From an optimization exercise on the open Yosys and OpenROAD flow, aimed at small area and few clock cycles per item; shortcuts taken in it are not production practice.
Only simulation tests tie the RTL to the original design; equivalence was not proved.
Power and IR drop assume default switching activity.

`design/flow/config.mk`:
```
export PLATFORM = sky130hd
export DESIGN_NAME = tlb_page_table_translator
export DESIGN_NICKNAME = tlb_page_table_translator
export VERILOG_FILES = /design/flow/design.v
export SDC_FILE = /design/flow/constraint.sdc
export NUM_CORES = 4
export LEC_CHECK = 0
export CAP_MARGIN = 20
export CORE_MARGIN = 2
export CORE_UTILIZATION = 40
export SLEW_MARGIN = 20
```
`design/flow/constraint.sdc`:
```
create_clock -name core_clock -period 6.0 [get_ports {clock}]
set_input_delay 1.2000 -clock core_clock [delete_from_list [all_inputs] [get_ports {clock}]]
set_output_delay 1.2000 -clock core_clock [all_outputs]
set_load 0.01 [all_outputs]
```
`design/flow/design.v`:
```
`default_nettype none
package tlbpt_pkg;
   localparam int ADDR_BITS     = 16;
   localparam int OFFSET_BITS   = 8;
   localparam int TLB_ENTRIES   = 16;
   localparam int PAGE_COUNT    = 256;
   localparam int FRAME_BITS    = 8;
   localparam int FRAME_CTR_BITS = 9;
   localparam int COUNT_BITS    = 16;
   localparam int PAGE_IDX_BITS = $clog2(PAGE_COUNT);
   localparam int TLB_IDX_BITS  = $clog2(TLB_ENTRIES);
   typedef logic [PAGE_IDX_BITS-1:0] page_idx_type;
   typedef logic [FRAME_BITS-1:0]    frame_type;
   typedef struct packed {
      logic [ADDR_BITS-1:0] logical_address;
   } req_type;
   typedef struct packed {
      logic [ADDR_BITS-1:0]  physical_address;
      logic                  tlb_hit;
      logic                  page_fault;
      logic [COUNT_BITS-1:0] hit_count;
      logic [COUNT_BITS-1:0] fault_count;
   } rsp_type;
endpackage
`default_nettype wire
`default_nettype none
module tlb_page_table_translator (
   input  wire logic                            clock,
   input  wire logic                            reset,
   input  wire logic                            req_valid,
   output wire logic                            req_ready,
   input  wire logic [tlbpt_pkg::ADDR_BITS-1:0]  req_logical_address,
   output wire logic                            rsp_valid,
   input  wire logic                            rsp_ready,
   output wire logic [tlbpt_pkg::ADDR_BITS-1:0]  rsp_physical_address,
   output wire logic                            rsp_tlb_hit,
   output wire logic                            rsp_page_fault,
   output wire logic [tlbpt_pkg::COUNT_BITS-1:0] rsp_hit_count,
   output wire logic [tlbpt_pkg::COUNT_BITS-1:0] rsp_fault_count
);
   logic s1_valid_ff;
   logic rsp_valid_ff;
   logic advance;         
   logic accept;          
   assign advance = s1_valid_ff && (!rsp_valid_ff || rsp_ready);
   assign req_ready = !s1_valid_ff || advance;
   assign accept = req_valid && req_ready;
   logic [tlbpt_pkg::ADDR_BITS-1:0] s1_addr_ff;
   tlbpt_pkg::page_idx_type         in_page;
   tlbpt_pkg::page_idx_type         s1_page;
   logic [tlbpt_pkg::OFFSET_BITS-1:0] s1_offset;
   assign in_page   = req_logical_address[tlbpt_pkg::OFFSET_BITS +:
                                                      tlbpt_pkg::PAGE_IDX_BITS];
   assign s1_page   = s1_addr_ff[tlbpt_pkg::OFFSET_BITS +: tlbpt_pkg::PAGE_IDX_BITS];
   assign s1_offset = s1_addr_ff[tlbpt_pkg::OFFSET_BITS-1:0];
   always_ff @(posedge clock) begin
      if (reset) begin
         s1_valid_ff <= 1'b0;
      end else if (accept) begin
         s1_valid_ff <= 1'b1;
      end else if (advance) begin
         s1_valid_ff <= 1'b0;
      end
   end
   always_ff @(posedge clock) begin
      if (accept) begin
         s1_addr_ff <= req_logical_address;
      end
   end
   logic [tlbpt_pkg::FRAME_CTR_BITS-1:0] next_frame_ff;
   logic [tlbpt_pkg::COUNT_BITS-1:0]     hits_ff;
   logic [tlbpt_pkg::COUNT_BITS-1:0]     faults_ff;
   logic [tlbpt_pkg::COUNT_BITS-1:0]     hits_in;
   logic [tlbpt_pkg::COUNT_BITS-1:0]     faults_in;
   tlbpt_pkg::frame_type            page_table [tlbpt_pkg::PAGE_COUNT];
   logic [tlbpt_pkg::PAGE_COUNT-1:0] page_valid_ff;
   tlbpt_pkg::frame_type            pt_rd_ff;
   logic                            fwd_hit_ff;
   tlbpt_pkg::frame_type            fwd_frame_ff;
   logic                 pt_wr_en;
   tlbpt_pkg::frame_type new_frame;
   tlbpt_pkg::frame_type frame;
   assign new_frame = next_frame_ff[tlbpt_pkg::FRAME_BITS-1:0];
   always_ff @(posedge clock) begin
      if (pt_wr_en) begin
         page_table[s1_page] <= new_frame;
      end
      if (accept) begin
         pt_rd_ff <= page_table[in_page];
      end
   end
   always_ff @(posedge clock) begin
      if (accept) begin
         fwd_hit_ff   <= pt_wr_en && (s1_page == in_page);
         fwd_frame_ff <= new_frame;
      end
   end
   always_ff @(posedge clock) begin
      if (reset) begin
         page_valid_ff <= '0;
      end else if (pt_wr_en) begin
         page_valid_ff[s1_page] <= 1'b1;
      end
   end
   tlbpt_pkg::page_idx_type           tlb_page_ff  [tlbpt_pkg::TLB_ENTRIES];
   tlbpt_pkg::frame_type              tlb_frame_ff [tlbpt_pkg::TLB_ENTRIES];
   logic [tlbpt_pkg::TLB_ENTRIES-1:0] tlb_valid_ff;
   logic                 tlb_hit;
   tlbpt_pkg::frame_type tlb_frame;
   always_comb begin
      tlb_hit   = 1'b0;
      tlb_frame = '0;
      for (int k = tlbpt_pkg::TLB_ENTRIES - 1; k >= 0; k--) begin
         if (tlb_valid_ff[k] && (tlb_page_ff[k] == s1_page)) begin
            tlb_hit   = 1'b1;
            tlb_frame = tlb_frame_ff[k];
         end
      end
   end
   logic page_present;
   logic fault;
   assign page_present = page_valid_ff[s1_page];
   assign fault        = !tlb_hit && !page_present;
   assign pt_wr_en     = advance && fault;
   always_comb begin
      if (tlb_hit) begin
         frame = tlb_frame;
      end else if (page_present) begin
         frame = fwd_hit_ff ? fwd_frame_ff : pt_rd_ff;
      end else begin
         frame = new_frame;
      end
   end
   always_ff @(posedge clock) begin
      if (advance && !tlb_hit) begin
         for (int k = tlbpt_pkg::TLB_ENTRIES - 1; k > 0; k--) begin
            tlb_page_ff[k]  <= tlb_page_ff[k-1];
            tlb_frame_ff[k] <= tlb_frame_ff[k-1];
         end
         tlb_page_ff[0]  <= s1_page;
         tlb_frame_ff[0] <= frame;
      end
   end
   always_ff @(posedge clock) begin
      if (reset) begin
         tlb_valid_ff <= '0;
      end else if (advance && !tlb_hit) begin
         tlb_valid_ff <= {tlb_valid_ff[tlbpt_pkg::TLB_ENTRIES-2:0], 1'b1};
      end
   end
   always_comb begin
      hits_in   = hits_ff;
      faults_in = faults_ff;
      if (tlb_hit && (hits_ff != '1)) begin
         hits_in = hits_ff + 1'b1;
      end
      if (fault && (faults_ff != '1)) begin
         faults_in = faults_ff + 1'b1;
      end
   end
   always_ff @(posedge clock) begin
      if (reset) begin
         next_frame_ff <= '0;
         hits_ff       <= '0;
         faults_ff     <= '0;
      end else if (advance) begin
         if (fault) begin
            next_frame_ff <= next_frame_ff + 1'b1;    
         end
         hits_ff   <= hits_in;
         faults_ff <= faults_in;
      end
   end
   tlbpt_pkg::rsp_type rsp_data_ff;
   always_ff @(posedge clock) begin
      if (reset) begin
         rsp_valid_ff <= 1'b0;
      end else if (advance) begin
         rsp_valid_ff <= 1'b1;
      end else if (rsp_ready) begin
         rsp_valid_ff <= 1'b0;
      end
   end
   always_ff @(posedge clock) begin
      if (advance) begin
         rsp_data_ff.physical_address <= tlbpt_pkg::ADDR_BITS'({frame, s1_offset});
         rsp_data_ff.tlb_hit          <= tlb_hit;
         rsp_data_ff.page_fault       <= fault;
         rsp_data_ff.hit_count        <= hits_in;
         rsp_data_ff.fault_count      <= faults_in;
      end
   end
   assign rsp_valid            = rsp_valid_ff;
   assign rsp_physical_address = rsp_data_ff.physical_address;
   assign rsp_tlb_hit          = rsp_data_ff.tlb_hit;
   assign rsp_page_fault       = rsp_data_ff.page_fault;
   assign rsp_hit_count        = rsp_data_ff.hit_count;
   assign rsp_fault_count      = rsp_data_ff.fault_count;
endmodule
`default_nettype wire
```
`design/flow/run.sh`:
```
#!/bin/bash
# synth_recipe.tcl (not shown) runs the flow's synth.tcl, then flattens the netlist and writes it again
# the make line also repeats each setting of config.mk as NAME=value (left out here)
make -C /OpenROAD-flow-scripts/flow DESIGN_CONFIG=/design/flow/config.mk WORK_HOME=/design/flow/orfs CLKGATE_MAP_FILE= SYNTH_SCRIPT=/design/flow/synth_recipe.tcl finish
```
==> run summary <==
[layout make-up]
class,count,share of cell area (%)
Clock buffer,349,6.24
Antenna cell,3,0.00621
Multi-Input combinational cell,2413,21.9
Inverter,17,0.0548
Sequential cell,2701,64.5
Timing Repair Buffer,282,2.32
Tap cell,3533,3.66
Clock inverter,149,1.32
[sequential cells by signal, summed over array words and instances, names as in the netlist]
signal         flops
tlb_valid_ff      16
tlb_frame_ff     128
s1_valid_ff        1
next_frame_ff      8
page_table      2048
page_valid_ff    256
rsp_valid_ff       1
fwd_hit_ff         1
fwd_frame_ff       8
tlb_page_ff      128
s1_addr_ff        16
hits_ff           16
faults_ff         16
pt_rd_ff           8
rsp_data_ff       50
[power breakdown]
part / total (W) / leakage, nW / internal (W) / switching, W
combinational: 0.00128 / 8.47 / 0.000455 / 0.000820
sequential: 0.0205 / 26.6 / 0.0204 / 0.0000872
clock: 0.0175 / 4.45 / 0.0103 / 0.00718
total: 0.0392 / 39.5 / 0.0311 / 0.00809
[worst max-delay path, cell delays in order, from the launching register on]
cell and delay, ns:
edfxtp_1 1.02, xnor2_1 0.17, nand3_1 0.16, nor3_1 0.07, buf_4 0.17, or4_1 0.59
nor3_2 0.40, o2111a_1 0.71, buf_4 0.29, nand2_4 0.06, buf_12 0.28, nor2_1 0.67
[through the flow]
| step | util, % | instances |
|---|---|---|
| after global routing | 45.7 | 9444 |
| after detailed placement | 42.3 | 8946 |
| after floorplan | - | 5477 |
| final | 45.7 | 9447 |
| after CTS | 45.7 | 9444 |
| after global placement | 42.3 | 8946 |
[kinds of logic (layout without fill, tap and decap cells)]
family,count (synthesis),after routing,share of synthesized area (%)
flip-flops,2701,2701,73.5
AND/OR/NAND/NOR,965,965,4.06
multiplexers,783,783,16.1
AO/OA/AOI/OAI,474,474,3.12
buffers and inverters,363,797,1.55
XOR/XNOR,183,183,1.51
adder cells (fa/ha/maj),8,8,0.0944
other,0,3,0
[worst paths after layout]
kind | from | to | slack (ns) | cells past startpoint
worst max-delay path | s1_addr_ff[12] | page_table[100][7] | 0.94 | 11
worst min register to register | s1_addr_ff[5] | rsp_data_ff[39] | 0.40 | 0
worst min-delay path | s1_addr_ff[5] | rsp_data_ff[39] | 0.40 | 0
worst max register to register | s1_addr_ff[12] | page_table[100][7] | 0.94 | 11
[layout by cell type (no fill, tap or decap), types with 107 or more instances in the layout]
cell type	Yosys	final
nand2_1	231	228
nor2_1	460	459
a21oi_1	107	107
dfxtp_1	314	306
mux4_2	739	739
o2bb2ai_1	131	131
buf_4	16	171
clkbuf_16	0	291
xnor2_1	139	139
edfxtp_1	2387	2387
[routing by layer]
layer	vias to the layer above	part of all wire (%)	GRT usage (%)
li1	22730	-	-
met1	28462	43	26.6
met2	2023	48	30.0
met3	353	6.8	2.86
met4	0	2.4	4.77
met5	-	0	0
==> impl_results.md <==
- Most common cell in the synthesized netlist: edfxtp_1
- Fin. Hold Viols: 0
- Worst EP required: approximately 6.5 ns
- Number of buffers created by CTS: around 280
- Total Power: just under 0.04 W
- Async SR Flop Fraction: 0%
- Fin nets: 5726
- Syn Inst Count: 5477
- GP Congestion: about 0.81
- Class of the worst hold path: reg -> reg
- Max-slew violation count: 0
- Clk latency of the worst-skew pair: 0.86 ns
- Total die area: 269000 sq um
- Startpoint Class: flop
- GRT overflow: 0
- Relative slew slack: a little over a fifth
- PD cells: 324 nW/um^2
- Syn nets: 5505
- Multi-input logic area: around 26000 sq um
- Commonest cells in the netlist: edfxtp_1 (2387), mux4_2 (739), nor2_1 (460)
- Slew @ Worst Pin: 1.18 ns
- # hold bufs at CTS: 0
- Clock slew seen by the registers of the worst setup and hold paths: 0.06 ns
- TNS Setup: 0 ns
- Setup ws final: 0.936 ns
- Synth cell types: 78
- All-Layer GR Usage: 18.6%
- Worst-case clock buffer depth: 4
- Layout cell share with drive strength beyond 1: about a quarter
- Vias/cell: between 5 and 6
- Crit. End Element: flop
- DRC Markers: 0
- Core box area: 264000 sq um
- Total number of yosys warnings: 3
- Sinks on the clock net: ~2.7k
- Cell taking the most area after synthesis: edfxtp_1
- Detail Placement HPWL: ~150 mm
- Final setup violation count: 0
- Design Area, Final: between 100000 and 150000 sq um
- Synth Flop Type: edfxtp_1
- DR pass1 iterations: 6
- Vias in the first global route: about 54k
- Storage cell area: about 80000 sq um
- Synth top area share: 67.6%
- PostCTS Resize Cnt: 0
- Root Buffer: clkbuf_16
- Vias post-DR: between 50k and 60k
- Crit Path Class: reg -> reg
- Layout Skew: about 0.068 ns
- Global-route wire length before repair: approximately 380 mm
- Synth area leaders: edfxtp_1 (68%), mux4_2 (16%), dfxtp_1 (5.9%), nor2_1 (1.6%), xnor2_1 (1.1%)
- Status: timing/DRC/antenna clean
- Die Span Y: 519 um
- Worst hold slack: just under 0.4 ns
- DRT Wirelength: 255 mm
- DP Worst Slack: 0.966 ns
- Die Wd: about 520 um
- Cell Area, Synth: 106000 sq um
- Largest net degree at the start of global routing: 196
- Initial core utilization: around two fifths
- 1st-iter DRT viols: 5858
- FP Rows: 189
- Minimum clock period: around 5.1 ns
- CTS H-tree depth: 5
- Post-synthesis sequential area ratio: 73.5%
- Peak supply drop: 0.235 mV
- Max-cap viol count: 0
- Placement Cell Area: 112000 sq um
- Fmax: a little under 200 MHz
- EDFF count, synth: approximately 2.4k
- RSZ-0062 raised after global routing: no
- Crit path DAT: 5.53 ns
- Leak Pwr: 39.5 nW
- Period utilization: roughly 84%
- Register bit total from synthesis: 2701
- Avg Inst Size Synth: 19.4 sq um
- Drt wl/cell: 27.0 um
- CTS tree: done
- PortBufs: 71
- Detail Route Antenna Nets: 0
- Worst Path Max Fanout: 48
- Initial antenna violation count: 7
- IO Pins: 72
- # fillers: 22.2k
- Setup Fix Bufs, Post-CTS: 0
- P&R area growth vs syn: 14.0%
Testbench counts, summed over its fixed seeds: cycles 32,016, items 32,000.

## port drivers added, routing unchanged
How much do the figures lean on ideal ports? The routed layout below was timed once more, with nothing changed but the port constraints.
Step 1 (the two cells are an assumption about what drives the block):
set clk [get_ports {clock}]
set_driving_cell -lib_cell sky130_fd_sc_hd__clkbuf_16 $clk
set_driving_cell -lib_cell sky130_fd_sc_hd__buf_2 [delete_from_list [all_inputs] $clk]
Step 2 moves the port delays by t, midway between the first and last clock arrival at a register: inputs arrive t later, outputs are due t later. That takes back most of the time a late clock gives input paths.
Three values: no drivers, after step 1, after step 2; two values: the first two.
t, ns: 0.914
slack for setup (ns): 0.936 / 0.936 / 0.936
worst setup path at the end: register to register
worst slew at a driven data input, ns: 0.19
After both steps setup and hold are still met in this run. The setup slack of this run moves by 0.000 ns with the drivers and by 0.000 ns with both steps.
